Context: an optimization exercise on an open-source flow, tuned for small area and a short achievable clock period. The choices shown serve that exercise and are no tape-out recipe. Function was checked by simulation only, so behaviour that the tests miss may differ from the original. Power is estimated from default activity; no workload was simulated.

P:
Design breakout_top, start of the top module:
module breakout_top (
    input  logic        clk,
    input  logic        rst,
    input  logic [3:0]  ctrl,      
    input  logic        vsync,
    input  logic [20:0] px,        
    output logic [23:0] rgb,       
    output logic        started,
    output logic        over
);
    logic vsync_q, step;
    logic ball_lost;
    always_ff @(posedge clk or negedge rst) begin
        if (!rst) begin
            vsync_q <= 1'b0;
            step    <= 1'b0;
            started <= 1'b0;
            over    <= 1'b0;
        end else begin
            vsync_q <= vsync;
            step    <= vsync & ~vsync_q & started & ~over & ~ctrl[0];
            if (ctrl[3]) started <= 1'b1;
            if (step && ball_lost) over <= 1'b1;
        end
    end
    logic [9:0] padl;            
    logic [9:0] bx, by;          
    logic [3:0] vx;              
    logic [1:0] vym1;            
    logic       dx, dy;          
    logic [4:0] hxp;             
    logic [24:0] alive;
    assign ball_lost = by >= 10'd427;
    logic [9:0] padl_n;
    always_comb begin
        logic [7:0] moved;
        moved  = padl[9:2] + (ctrl[2] ? 8'hFF : 8'h01);
        padl_n = padl;
        if (ctrl[2])      padl_n = (padl > 10'd228) ? {moved, padl[1:0]} : 10'd224;
        else if (ctrl[1]) padl_n = (padl < 10'd484) ? {moved, padl[1:0]} : 10'd488;
    end
    logic [4:0] hx;              
    logic [4:0] hy;              
    logic [24:0] hit;
    logic [4:0] colhit;
    logic bounce_x, bounce_y;
    always_comb begin
        for (int c = 0; c < 5; c++)
            hx[c] = (bx >= 10'(248 + 50 * c)) && (bx <= 10'(300 + 50 * c));
        for (int r = 0; r < 5; r++)
            hy[r] = (by >= 10'(103 + 20 * r)) && (by <= 10'(130 + 20 * r));
        for (int r = 0; r < 5; r++)
  ...
export LEC_CHECK = 0
export CAP_MARGIN = 20
export CORE_MARGIN = 2
export CORE_UTILIZATION = 40
export SLEW_MARGIN = 20
create_clock -name core_clock -period 14.0 [get_ports {clk}]
standard.sh (not shown) runs the stock make flow with config.mk's settings and CLKGATE_MAP_FILE= SYNTH_SCRIPT=/design/flow/synth_recipe.tcl, a recipe that flattens the netlist after the stock synthesis.
==> flow/flow/run.sh <==
#!/bin/bash
# Standard layout, with the port buffers made from buf_4 cells instead of the default pick.
set -euo pipefail
bash standard.sh "BUFFER_PORTS_ARGS=-buffer_cell sky130_fd_sc_hd__buf_4" finish > standard_make.log 2>&1
Setup changes, P to Q
-- flow/design.v --
<<< P, line 133
    logic okx, oky, okp;
    logic [3:0] dx4, dy4;
    logic [2:0] abx, aby, apy;
    logic [6:0] tl;
    near16 u_nx (.a(qx), .b(bx), .ok(okx), .d(dx4));
>>> Q, line 133
    logic okx, oky, okp;
    logic [3:0] dx4, dy4;
    logic [2:0] apy;
    logic [6:0] tl;
    near16 u_nx (.a(qx), .b(bx), .ok(okx), .d(dx4));
<<< P, line 141
        border = (qx >= 10'd221) && (qx <= 10'd570) && (qy >= 10'd86) && (qy <= 10'd435) &&
                 !((qx >= 10'd224) && (qx <= 10'd567) && (qy >= 10'd89) && (qy <= 10'd432));
        abx = dx4[3] ? 3'(-dx4[2:0]) : dx4[2:0];
        aby = dy4[3] ? 3'(-dy4[2:0]) : dy4[2:0];
        on_ball = 1'b0;
        if (okx && oky && dx4 != 4'b1000 && dy4 != 4'b1000) begin
            case (aby)
                3'd0:             on_ball = abx <= 3'd6;
                3'd1, 3'd2, 3'd3: on_ball = abx <= 3'd5;
                3'd4:             on_ball = abx <= 3'd4;
                3'd5:             on_ball = abx <= 3'd3;
                3'd6:             on_ball = abx == 3'd0;
                default:          on_ball = 1'b0;
            endcase
        end
        apy = (qy >= 10'd420) ? 3'(qy - 10'd420) : 3'(10'd420 - qy);
        on_paddle = 1'b0;
>>> Q, line 141
        border = (qx >= 10'd221) && (qx <= 10'd570) && (qy >= 10'd86) && (qy <= 10'd435) &&
                 !((qx >= 10'd224) && (qx <= 10'd567) && (qy >= 10'd89) && (qy <= 10'd432));
        apy = (qy >= 10'd420) ? 3'(qy - 10'd420) : 3'(10'd420 - qy);
        on_paddle = 1'b0;
<<< P, line 177
    logic [1:0] ph, ph_q;        
    logic       bd_q, bl_q, pd_q;
    logic [2:0] bk, bk_q;        
    always_comb begin
>>> Q, line 164
    logic [1:0] ph, ph_q;        
    logic       bd_q, bl_q, pd_q;
    logic [3:0] dx_q, dy_q;
    logic [2:0] bk, bk_q;        
    always_comb begin
<<< P, line 188
    always_ff @(posedge clk) begin
        bd_q <= border;
        bl_q <= on_ball;
        pd_q <= on_paddle;
        bk_q <= bk;
    end
    always_comb begin
        case (ph_q)
            2'd0: rgb = 24'h000000;
>>> Q, line 176
    always_ff @(posedge clk) begin
        bd_q <= border;
        bl_q <= okx & oky;
        dx_q <= dx4;
        dy_q <= dy4;
        pd_q <= on_paddle;
        bk_q <= bk;
    end
    always_comb begin
        logic [2:0] abx, aby;
        logic       disc;
        abx = dx_q[3] ? 3'(-dx_q[2:0]) : dx_q[2:0];
        aby = dy_q[3] ? 3'(-dy_q[2:0]) : dy_q[2:0];
        disc = 1'b0;
        if (dx_q != 4'b1000 && dy_q != 4'b1000) begin
            case (aby)
                3'd0:             disc = abx <= 3'd6;
                3'd1, 3'd2, 3'd3: disc = abx <= 3'd5;
                3'd4:             disc = abx <= 3'd4;
                3'd5:             disc = abx <= 3'd3;
                3'd6:             disc = abx == 3'd0;
                default:          disc = 1'b0;
            endcase
        end
        case (ph_q)
            2'd0: rgb = 24'h000000;
<<< P, line 199
            default: begin
                if (bd_q)               rgb = 24'h4BA3C3;
                else if (bl_q)  rgb = 24'hFF0000;
                else if (pd_q)          rgb = 24'hFFFFFF;
                else begin
>>> Q, line 204
            default: begin
                if (bd_q)               rgb = 24'h4BA3C3;
                else if (bl_q && disc)  rgb = 24'hFF0000;
                else if (pd_q)          rgb = 24'hFFFFFF;
                else begin
Findings:
- Between P and Q, the flow reports count of non-CTS buffers in the layout increasing by a few percent.
- The area growth from synthesis to final layout of Q is higher than that of P.
- Relative contribution of the clock network to total power ended up 1.6 points lower on Q than on P.
- P → Q: part of the total power dissipated in combinational logic went up 0.3 points; via-per-instance ratio went down 2.5%.
- Post-detailed-routing wire length: Q better than P
- Via count delta (P -> Q): insignificant
- Area: Q vs P -> Q larger
- Relative to P, fraction of the cycle the final worst path needs increased by 3.2 points in Q.

-- port drivers added, routing unchanged --
The flow's constraints put no driver on any port. The routed layouts listed below were extracted and timed again, unchanged, in two steps.
Step 1: set_driving_cell puts a clkbuf_16 on clk and a buf_2 on each other input, an assumption about the parent block.
Step 2, shift: input delay + t, output delay - t, t = (earliest + latest rising clock arrival at the registers) / 2. This alone moves slack from input paths to output paths.
Three values: ideal, step 1, step 2; two values: the first two.
run | t (ns) | slack for setup (ns) | hold WS [ns] | worst register clock-pin slew, ns | pins driven straight from the clock port
P | 0.401 | 8.759 / 8.783 / 8.382 | 0.398 / 0.398 / 0.398 | 0.07 / 0.07 | 1
Q | 0.397 | 8.312 / 8.269 / 8.599 | 0.397 / 0.397 / 0.397 | 0.07 / 0.07 | 1
After both steps setup and hold are still met in every run listed. The setup slack of P, which loses most, moves by +0.024 ns with the drivers and by -0.377 ns with both steps.
